This is an optimization exercise on Yosys and OpenROAD, whose aim is small area and a short achievable clock period, not a production implementation.
The RTL was checked by simulation tests, not by an equivalence proof against the original design.
Power is estimated from default activity; no workload was simulated.

==> wip/violet <==
// fb_combiner_n
module fb_combiner_n
#(
    parameter int N_CH      = 4,
    parameter int DATA_W    = 15,
    parameter int COEF_W    = 18,
    parameter int FRAC_BITS = 14,
    parameter int OUT_W     = 13,
    parameter int CNT_W     = 8
) (
    input  logic                     clk,
    input  logic                     rst_n,
    input  logic                     trig,
    input  logic [N_CH*DATA_W-1:0]   data_in,
    input  logic [N_CH*COEF_W-1:0]   coef,
    input  logic [N_CH-1:0]          ch_en,
    input  logic [1:0]               mode,
    input  logic [OUT_W-1:0]         const_dac,
    input  logic [2:0]               no_bunches,
    input  logic [3:0]               no_samples,
    input  logic [CNT_W-1:0]         sample_spacing,
    input  logic [CNT_W-1:0]         start_delay,
    input  logic                     sat_clr,
    output logic [OUT_W-1:0]         fb_sgnl,
    output logic                     dac_cond,
    output logic                     busy,
    output logic                     sat_flag
);
    logic       gate;
    logic       g;
    logic [3:0] gsr;
    logic [2:0] vld;         
    logic [12:0] res_q;      
    logic        sat_q;      
    logic [12:0] res_d;
    logic        sat_d;
    logic        drive;
    fb_window_gen #(.CNT_W(CNT_W)) u_win (
        .clk            (clk),
        .rst_n          (rst_n),
  ...
==> module fb_window_gen, before the edit <==
module fb_window_gen
#(
    parameter int CNT_W = 8
) (
    input  logic             clk,
    input  logic             rst_n,
    input  logic             trig,
    input  logic [2:0]       no_bunches,
    input  logic [3:0]       no_samples,
    input  logic [CNT_W-1:0] sample_spacing,
    input  logic [CNT_W-1:0] start_delay,
    output logic             gate,
    output logic             busy
);
    fb_pkg::fb_state_t state, state_n;
    logic             trig_d;
    logic             go;
    logic [2:0]       bunches, bunches_n;
    logic [3:0]       samples, samples_n;
    logic [CNT_W-1:0] spacing, spacing_n;
    logic [CNT_W-1:0] cnt, cnt_n;
    logic [CNT_W-1:0] win;
    logic             busy_q;
    assign go   = trig && !trig_d && no_bunches != 3'd0 && no_samples != 4'd0;
    assign win  = CNT_W'(samples) - CNT_W'(1);
    assign gate = state == fb_pkg::ACTIVE;
    assign busy = busy_q;
    always_comb begin
        state_n   = state;
        bunches_n = bunches;
        samples_n = samples;
        spacing_n = spacing;
        cnt_n     = cnt;
        case (state)
            fb_pkg::IDLE: if (go) begin
                bunches_n = no_bunches;
                samples_n = no_samples;
                spacing_n = sample_spacing;
                state_n   = start_delay == '0 ? fb_pkg::ACTIVE : fb_pkg::DELAY;
                cnt_n     = start_delay == '0 ? CNT_W'(no_samples) - CNT_W'(1) : start_delay - CNT_W'(1);
            end
            fb_pkg::DELAY: begin
                state_n = cnt == '0 ? fb_pkg::ACTIVE : fb_pkg::DELAY;
                cnt_n   = cnt == '0 ? win : cnt - CNT_W'(1);
            end
            fb_pkg::ACTIVE: begin
                if (cnt != '0) cnt_n = cnt - CNT_W'(1);
                else if (bunches == 3'd1) state_n = fb_pkg::IDLE;
                else begin
                    bunches_n = bunches - 3'd1;
                    state_n   = spacing > CNT_W'(samples) ? fb_pkg::GAP : fb_pkg::ACTIVE;
                    cnt_n     = spacing > CNT_W'(samples) ? spacing - CNT_W'(samples) - CNT_W'(1) : win;
                end
            end
            fb_pkg::GAP: begin
                state_n = cnt == '0 ? fb_pkg::ACTIVE : fb_pkg::GAP;
                cnt_n   = cnt == '0 ? win : cnt - CNT_W'(1);
            end
            default: state_n = fb_pkg::IDLE;
        endcase
    end
    always_ff @(posedge clk or negedge rst_n) begin
        if (!rst_n) begin
            state   <= fb_pkg::IDLE;
            trig_d  <= 1'b0;
            bunches <= '0;
            samples <= '0;
            spacing <= '0;
            cnt     <= '0;
            busy_q  <= 1'b0;
        end else begin
            trig_d  <= trig;
            state   <= state_n;
            bunches <= bunches_n;
            samples <= samples_n;
            spacing <= spacing_n;
            cnt     <= cnt_n;
            busy_q  <= state_n != fb_pkg::IDLE;
        end
    end
endmodule
==> flow/config.mk <==
export PLATFORM = sky130hd
export DESIGN_NAME = fb_combiner_n
export DESIGN_NICKNAME = fb_combiner_n
export VERILOG_FILES = /design/flow/design.v
export SDC_FILE = /design/flow/constraint.sdc
export NUM_CORES = 4
export LEC_CHECK = 0
export CAP_MARGIN = 20
export CORE_MARGIN = 2
export CORE_UTILIZATION = 40
export SETUP_SLACK_MARGIN = 5
export SLEW_MARGIN = 20
==> flow/constraint.sdc <==
create_clock -name core_clock -period 9.0 [get_ports {clk}]
set_input_delay 1.8000 -clock core_clock [delete_from_list [all_inputs] [get_ports {clk}]]
set_output_delay 1.8000 -clock core_clock [all_outputs]
set_load 0.01 [all_outputs]
run.sh (not shown) runs the stock make flow with config.mk's settings and CLKGATE_MAP_FILE= SYNTH_SCRIPT=/design/flow/synth_recipe.tcl, a recipe that flattens the netlist after the stock synthesis.
==> inputs of wip/sierra, as changes to wip/violet <==
--- a/flow/design.v
+++ b/flow/design.v
@@ -26,12 +26,12 @@
     logic             trig_d;
     logic             go;
+    logic             last;
     logic [2:0]       bunches, bunches_n;
     logic [3:0]       samples, samples_n;
     logic [CNT_W-1:0] spacing, spacing_n;
     logic [CNT_W-1:0] cnt, cnt_n;
-    logic [CNT_W-1:0] win;
     logic             busy_q;
     assign go   = trig && !trig_d && no_bunches != 3'd0 && no_samples != 4'd0;
-    assign win  = CNT_W'(samples) - CNT_W'(1);
+    assign last = cnt == CNT_W'(1);
     assign gate = state == fb_pkg::ACTIVE;
     assign busy = busy_q;
@@ -41,31 +41,28 @@
         samples_n = samples;
         spacing_n = spacing;
-        cnt_n     = cnt;
+        cnt_n     = cnt - CNT_W'(1);
         case (state)
-            fb_pkg::IDLE: if (go) begin
-                bunches_n = no_bunches;
-                samples_n = no_samples;
-                spacing_n = sample_spacing;
-                state_n   = start_delay == '0 ? fb_pkg::ACTIVE : fb_pkg::DELAY;
-                cnt_n     = start_delay == '0 ? CNT_W'(no_samples) - CNT_W'(1) : start_delay - CNT_W'(1);
+            fb_pkg::IDLE: begin
+                cnt_n = cnt;
+                if (go) begin
+                    bunches_n = no_bunches;
+                    samples_n = no_samples;
+                    spacing_n = sample_spacing;
+                    state_n   = start_delay == '0 ? fb_pkg::ACTIVE : fb_pkg::DELAY;
+                    cnt_n     = start_delay == '0 ? CNT_W'(no_samples) : start_delay;
+                end
             end
-            fb_pkg::DELAY: begin
-                state_n = cnt == '0 ? fb_pkg::ACTIVE : fb_pkg::DELAY;
-                cnt_n   = cnt == '0 ? win : cnt - CNT_W'(1);
+            fb_pkg::DELAY, fb_pkg::GAP: if (last) begin
+                state_n = fb_pkg::ACTIVE;
+                cnt_n   = CNT_W'(samples);
             end
-            fb_pkg::ACTIVE: begin
-                if (cnt != '0) cnt_n = cnt - CNT_W'(1);
-                else if (bunches == 3'd1) state_n = fb_pkg::IDLE;
+            default: if (last) begin     
+                if (bunches == 3'd1) state_n = fb_pkg::IDLE;
                 else begin
                     bunches_n = bunches - 3'd1;
                     state_n   = spacing > CNT_W'(samples) ? fb_pkg::GAP : fb_pkg::ACTIVE;
-                    cnt_n     = spacing > CNT_W'(samples) ? spacing - CNT_W'(samples) - CNT_W'(1) : win;
+                    cnt_n     = spacing > CNT_W'(samples) ? spacing - CNT_W'(samples) : CNT_W'(samples);
                 end
             end
-            fb_pkg::GAP: begin
-                state_n = cnt == '0 ? fb_pkg::ACTIVE : fb_pkg::GAP;
-                cnt_n   = cnt == '0 ? win : cnt - CNT_W'(1);
-            end
-            default: state_n = fb_pkg::IDLE;
         endcase
     end
==> flow/flow/run.sh (new file) <==
#!/bin/bash
set -euo pipefail
bash standard.sh SETUP_SLACK_MARGIN=6.0 finish > flow_make.log 2>&1
==> flow/standard.sh (new file) <==
#!/bin/bash
# synth_recipe.tcl (not shown) runs the flow's synth.tcl, then flattens the netlist and writes it again
# the make line also repeats each setting of config.mk as NAME=value (left out here)
make -C /OpenROAD-flow-scripts/flow DESIGN_CONFIG=/design/flow/config.mk WORK_HOME=/design/flow/orfs CLKGATE_MAP_FILE= SYNTH_SCRIPT=/design/flow/synth_recipe.tcl "${@:-finish}"
--- a/flow/config.mk
+++ b/flow/config.mk
@@ -8,5 +8,4 @@
 export CAP_MARGIN = 20
 export CORE_MARGIN = 2
-export CORE_UTILIZATION = 40
-export SETUP_SLACK_MARGIN = 5
+export CORE_UTILIZATION = 60
 export SLEW_MARGIN = 20
removed: flow/run.sh
==> inputs of wip/pepper, as changes to wip/violet <==
==> flow/flow/run.sh (new file) <==
#!/bin/bash
set -euo pipefail
bash standard.sh SETUP_SLACK_MARGIN=6.0 finish > flow_make.log 2>&1
==> flow/standard.sh (new file) <==
#!/bin/bash
# synth_recipe.tcl (not shown) runs the flow's synth.tcl, then flattens the netlist and writes it again
# the make line also repeats each setting of config.mk as NAME=value (left out here)
make -C /OpenROAD-flow-scripts/flow DESIGN_CONFIG=/design/flow/config.mk WORK_HOME=/design/flow/orfs CLKGATE_MAP_FILE= SYNTH_SCRIPT=/design/flow/synth_recipe.tcl "${@:-finish}"
--- a/flow/config.mk
+++ b/flow/config.mk
@@ -9,4 +9,3 @@
 export CORE_MARGIN = 2
 export CORE_UTILIZATION = 40
-export SETUP_SLACK_MARGIN = 5
 export SLEW_MARGIN = 20
removed: flow/run.sh
==> notes <==
- Design area, lowest first: wip/violet, wip/sierra, wip/pepper.
- The lowest sequential share of layout area belongs to wip/violet, the highest to wip/sierra.
- The lowest wire length belongs to wip/violet, the highest to wip/sierra.
- Against wip/sierra, the critical path depth of wip/pepper is lower by 1.
- Between wip/violet and wip/pepper, the lower combinational power is in wip/violet (gap about 5%, measured against wip/pepper).
- In wip/pepper the power is larger than in wip/violet, by 1.3%.
- In die area, wip/violet and wip/pepper do not differ.
- In wip/sierra the clock power is smaller than in wip/violet, by about 17%.
- Final cell count: wip/pepper > wip/violet > wip/sierra.

---

==> try-violet <==
fb_combiner_n, a different RTL version from the one above (not shown whole).
==> flow/design.v (excerpt) <==
module fb_combiner_n
#(
    parameter int N_CH      = 4,
    parameter int DATA_W    = 15,
    parameter int COEF_W    = 18,
    parameter int FRAC_BITS = 14,
    parameter int OUT_W     = 13,
    parameter int CNT_W     = 8
) (
    input  logic                     clk,
    input  logic                     rst_n,
    input  logic                     trig,
    input  logic [N_CH*DATA_W-1:0]   data_in,
    input  logic [N_CH*COEF_W-1:0]   coef,
    input  logic [N_CH-1:0]          ch_en,
    input  logic [1:0]               mode,
    input  logic [OUT_W-1:0]         const_dac,
    input  logic [2:0]               no_bunches,
    input  logic [3:0]               no_samples,
    input  logic [CNT_W-1:0]         sample_spacing,
    input  logic [CNT_W-1:0]         start_delay,
    input  logic                     sat_clr,
    output logic [OUT_W-1:0]         fb_sgnl,
    output logic                     dac_cond,
    output logic                     busy,
    output logic                     sat_flag
);
    logic       gate;
    logic       g;
    logic [3:0] gsr;
    logic [3:0] vld;         
    logic [20:0] sum_q;      
    logic [12:0] res;        
    logic        sat;        
    logic        drive;
    fb_window_gen #(.CNT_W(CNT_W)) u_win (
        .clk            (clk),
        .rst_n          (rst_n),
        .trig           (trig),
        .no_bunches     (no_bunches),
        .no_samples     (no_samples),
        .sample_spacing (sample_spacing),
        .start_delay    (start_delay),
        .gate           (gate),
        .busy           (busy)
    );
    logic [14:0] x0_q;
    logic [8:0] one0_d, two0_d, neg0_d, one0_q, two0_q, neg0_q;
    logic [14:0] x1_q;
    logic [8:0] one1_d, two1_d, neg1_d, one1_q, two1_q, neg1_q;
    logic [14:0] x2_q;
    logic [8:0] one2_d, two2_d, neg2_d, one2_q, two2_q, neg2_q;
    logic [14:0] x3_q;
    logic [8:0] one3_d, two3_d, neg3_d, one3_q, two3_q, neg3_q;
    logic pp1;
    logic pp2;
    logic pp3;
    logic pp4;
    logic pp5;
    logic pp6;
    logic pp7;
    logic pp8;
    logic pp9;
    logic pp10;
    logic pp11;
    logic pp12;
    logic pp13;
    logic pp14;
    logic pp15;
    logic pp16;
    logic pp17;
    logic pp18;
    logic pp19;
    logic pp20;
    logic pp21;
    logic pp22;
    logic pp23;
    logic pp24;
    logic pp25;
    logic pp26;
    logic pp27;
    logic pp28;
  ...
==> flow/config.mk <==
export PLATFORM = sky130hd
export DESIGN_NAME = fb_combiner_n
export DESIGN_NICKNAME = fb_combiner_n
export VERILOG_FILES = /design/flow/design.v
export SDC_FILE = /design/flow/constraint.sdc
export NUM_CORES = 4
export LEC_CHECK = 0
export ABC_CLOCK_PERIOD_IN_PS = 2000
export CAP_MARGIN = 20
export CORE_MARGIN = 2
export CORE_UTILIZATION = 60
export CTS_CLUSTER_DIAMETER = 80
export CTS_CLUSTER_SIZE = 24
export SLEW_MARGIN = 20
export SYNTH_HIERARCHICAL = 1
export SYNTH_MINIMUM_KEEP_SIZE = 0
==> flow/constraint.sdc <==
create_clock -name core_clock -period 9.0 [get_ports {clk}]
set_input_delay 1.8000 -clock core_clock [delete_from_list [all_inputs] [get_ports {clk}]]
set_output_delay 1.8000 -clock core_clock [all_outputs]
set_load 0.01 [all_outputs]
standard.sh (not shown) runs the stock make flow with config.mk's settings and CLKGATE_MAP_FILE= SYNTH_SCRIPT=/design/flow/synth_recipe.tcl, a recipe that flattens the netlist after the stock synthesis.
==> flow/flow/run.sh <==
#!/bin/bash
set -euo pipefail
bash standard.sh SETUP_SLACK_MARGIN=6.2 "BUFFER_PORTS_ARGS=-buffer_cell sky130_fd_sc_hd__buf_1" finish > flow_make.log 2>&1
==> try-nickel: changes against try-violet <==
==> flow/flow/run.sh (replaced) <==
#!/bin/bash
set -euo pipefail
bash standard.sh SETUP_SLACK_MARGIN=6.3 "BUFFER_PORTS_ARGS=-buffer_cell sky130_fd_sc_hd__buf_1" finish > flow_make.log 2>&1
==> results.txt <==
try-nickel completed without violations. try-violet ran to the end with no violations.
Of try-violet and try-nickel, try-nickel has the higher clock power (gap about 6%, measured against try-nickel).
Register-to-register slack: try-nickel is higher than try-violet (0.08 ns).
In try-violet the maximum frequency is lower than in try-nickel, by 1.5%.
In try-violet the core utilization is lower than in try-nickel, by 3.4 points.
Of try-violet and try-nickel, try-nickel has the higher first-iteration DRC count (gap about 3.5%, measured against try-nickel).
==> figures <==
| quantity | try-nickel | try-violet |
|---|---|---|
| Status | finished clean | finished clean |
| Proportion of cell area occupied by multi-input gates | 0.6158 | 0.6350 |
| Leakage power | 0.01606 uW | 0.01513 uW |
| Portion of total power attributed to combinational logic | 0.575 | 0.564 |
| Routability congestion estimate | 1.033 | 0.9995 |
| Met2 Use GR | 0.5370 | 0.5424 |
| Power share of the sequential group | 0.296 | 0.310 |
| Reg-to-reg critical path endpoint | r3[8] | r3[17] |
| R2r startpoint | r2[117] | r2[160] |
| Routed met2 length | 49,880 microns | 48,370 microns |
| Routed length per placed instance | 26.47 microns | 26.60 microns |
| H-tree Lvls | 2 | 1 |

---

==> job 518: inputs <==
fb_combiner_n, a different RTL version from the one above (not shown whole).
clock: 9.0 ns
lec_check: 0
abc_clock_period_in_ps: 2000
cap_margin: 20
core_margin: 2
core_utilization: 60
cts_cluster_diameter: 80
cts_cluster_size: 24
slew_margin: 20
synth_hierarchical: 1
synth_minimum_keep_size: 0
==> flow/flow/run.sh <==
#!/bin/bash
set -euo pipefail
bash standard.sh SETUP_SLACK_MARGIN=6.08 "BUFFER_PORTS_ARGS=-buffer_cell sky130_fd_sc_hd__buf_1" \
  "CTS_ARGS=-sink_clustering_enable -repair_clock_nets -sink_clustering_size 24 -sink_clustering_max_diameter 80 -dont_use_dummy_load" \
  finish > flow_make.log 2>&1
==> job 5827 (differences from job 518) <==
--- a/flow/design.v
+++ b/flow/design.v
@@ -112,14 +112,15 @@
     output logic                     sat_flag
 );
     logic       gate;
     logic       g;
     logic [3:0] gsr;
     logic [3:0] vld;         
-    logic [12:0] res_d, res_q, res;    
-    logic        sat_d, sat_q, sat;    
+    logic [20:0] sum_q;      
+    logic [12:0] res;        
+    logic        sat;        
     logic        drive;
     fb_window_gen #(.CNT_W(CNT_W)) u_win (
         .clk            (clk),
         .rst_n          (rst_n),
         .trig           (trig),
         .no_bunches     (no_bunches),
@@ -3562,26 +3563,26 @@
         x3_q <= {data_in[59], data_in[58], data_in[57], data_in[56], data_in[55], data_in[54], data_in[53], data_in[52], data_in[51], data_in[50], data_in[49], data_in[48], data_in[47], data_in[46], data_in[45]};
         one3_q <= one3_d;
         two3_q <= two3_d;
         neg3_q <= neg3_d;
         r2 <= {c826, c910, s825, s909, c1022, s907, c974, s821, c1082, s1021, c1052, s973, c1020, s1081, s1051, c1110, s1109, c1136, s1079, c1108, s1049, c1184, s1135, c1160, s1107, c1134, s1077, s1183, c1206, s1159, c1182, s1133, c1158, s1205, c1246, s1181, c1226, c1204, s1157, s1131, s1245, c1264, s1225, s1203, c1244, c1224, s1179, s1263, c1296, s1243, s1223, c1280, c1262, c1242, s1201, s1295, c1310, s1279, s1261, c1294, c1278, s1241, c1260, c1334, s1309, c1322, s1293, s1277, c1308, c1292, s1259, c1276, s1333, s1321, c1344, s1307, s1291, c1332, c1320, c1306, s1275, s1343, c1360, s1331, s1319, s1305, c1352, c1342, s1289, c1330, c1318, s1359, c1362, s1351, s1341, c1358, c1350, c1340, s1329, s1317, c1328, s1303, c1356, s1361, s1357, s1349, c1348, s1339, c1338, c1326, s1327, c1314, s1315, s1355, s1347, c1354, s1337, s1325, c1346, c1336, s1313, c1324, c1402, c1392, c1382, c1372, s1353, s1345, s1335, c990, c986, c982, c978, s1323, s1311, s1297, s1401, s989, s987, c938, s937, c936, c1400, s935, c866, s1399, c1398, s1397, c1396, s1395, c1394, c772, s1393, s771, s769, pg1422, s1391, s985, s983, c930, s929, c928, c1390, s927, c854, s1389, c1388, s1387, c1386, s1385, c1384, c752, s1383, s751, s749, pg1417, s1381, s981, s979, c922, s921, c920, c1380, s919, c842, s1379, c1378, s1377, c1376, s1375, c1374, c732, s1373, s731, s729, pg1412, s1371, s977, s975, c914, s913, c912, c1370, s911, c830, s1369, c1368, s1367, c1366, s1365, c1364, c712, s1363, s711, s709, pg1407};
         r3 <= {c1672, r2[215], c1670, s1671, s1669, c1668, c1666, s1667, s1665, c1664, c1662, s1663, s1661, c1660, c1658, s1659, s1657, c1656, c1654, s1655, s1653, c1652, c1650, s1651, s1649, c1648, s1647, c1646, s1645, c1614, c1644, s1613, c1612, s1643, c1812, c1642, s1811, s1641, s1809, c1808, s1807, s1805};
-        res_q <= res_d;
-        sat_q <= sat_d;
+        sum_q <= sum_w;
     end
     always_comb begin
-        if (sum_w[20:12] != 9'h000 && sum_w[20:12] != 9'h1ff) begin
-            sat_d = 1'b1;
-            res_d = sum_w[20] ? 13'h1000 : 13'h0fff;
+        if (!vld[3]) begin       
+            sat = 1'b0;
+            res = '0;
+        end else if (sum_q[20:12] != 9'h000 && sum_q[20:12] != 9'h1ff) begin
+            sat = 1'b1;
+            res = sum_q[20] ? 13'h1000 : 13'h0fff;
         end else begin
-            sat_d = 1'b0;
-            res_d = sum_w[12:0];
+            sat = 1'b0;
+            res = sum_q[12:0];
         end
     end
-    assign res = vld[3] ? res_q : '0;
-    assign sat = vld[3] & sat_q;
     always_ff @(posedge clk or negedge rst_n) begin
         if (!rst_n) begin
             vld <= '0;
         end else begin
             vld <= {vld[2:0], 1'b1};
         end
==> qor summary <==
metric	job 518	job 5827
Post-synthesis to final-layout area growth	5.461%	5.013%
Worst reg2reg path startpoint	r3[11]$_DFF_P_	one1_q[5]$_DFF_P_
Number of different library cells in the post-synthesis netlist	49	59
Part of the total power dissipated in sequential elements	29.6%	30.6%
Tot GR Track Use	32.33%	33.27%
Number of fill cells in the layout	4722	4729
Met2 usage	51.39%	53.39%
Final core utilization	64.07%	63.96%
Total power per unit cell area	318.7 nW/um^2	320.4 nW/um^2
Worst-Skew Late Latency	0.64 ns	0.58 ns
Number of synthesized register bits	490	497
Outcome	complete, no violations	complete, no violations
Compound-gate portion of the synthesized area	14.28%	14.33%
Buf+Inv Stages, Crit Path	1	0
Cell area after synthesis	35860 um^2	36010 um^2
Count of inserted antenna diode cells	0	1

[afterwards: timing with drivers on the ports]
In the flow no input, the clock included, has a driving cell. The finished layouts below were timed again as built, in two steps.
Step 1: set_driving_cell puts a clkbuf_16 on clk and a buf_2 on each other input, an assumption about the parent block.
Step 2 times the ports against the registers' clock, not the clock port: input delays grow and output delays shrink by t, the midpoint of the rising clock arrivals with the driver on.
Slacks: ideal ports / drivers / drivers and shift; pairs: ideal ports / drivers.
| run | t, ns | slack for setup (ns) | latest minus earliest clock arrival (ns) | slew at the worst register clock pin (ns) |
|---|---|---|---|---|
| wip/violet | 0.691 | 5.100 / 5.153 / 4.462 | 0.036 / 0.036 | 0.07 / 0.07 |
| wip/sierra | 0.685 | 5.800 / 5.800 / 5.398 | 0.019 / 0.019 | 0.07 / 0.07 |
| wip/pepper | 0.729 | 5.507 / 5.535 / 4.806 | 0.018 / 0.018 | 0.07 / 0.07 |
| try-violet | 0.695 | 6.054 / 5.984 / 5.565 | 0.025 / 0.025 | 0.09 / 0.09 |
| try-nickel | 0.647 | 6.099 / 6.033 / 5.644 | 0.046 / 0.046 | 0.09 / 0.09 |
| job 518 | 0.670 | 6.072 / 6.012 / 5.436 | 0.082 / 0.081 | 0.10 / 0.10 |
| job 5827 | 0.610 | 6.064 / 6.059 / 5.574 | 0.074 / 0.074 | 0.09 / 0.09 |
After both steps setup and hold are still met in every run listed. The setup slack of wip/pepper, which loses most, moves by +0.028 ns with the drivers and by -0.701 ns with both steps.
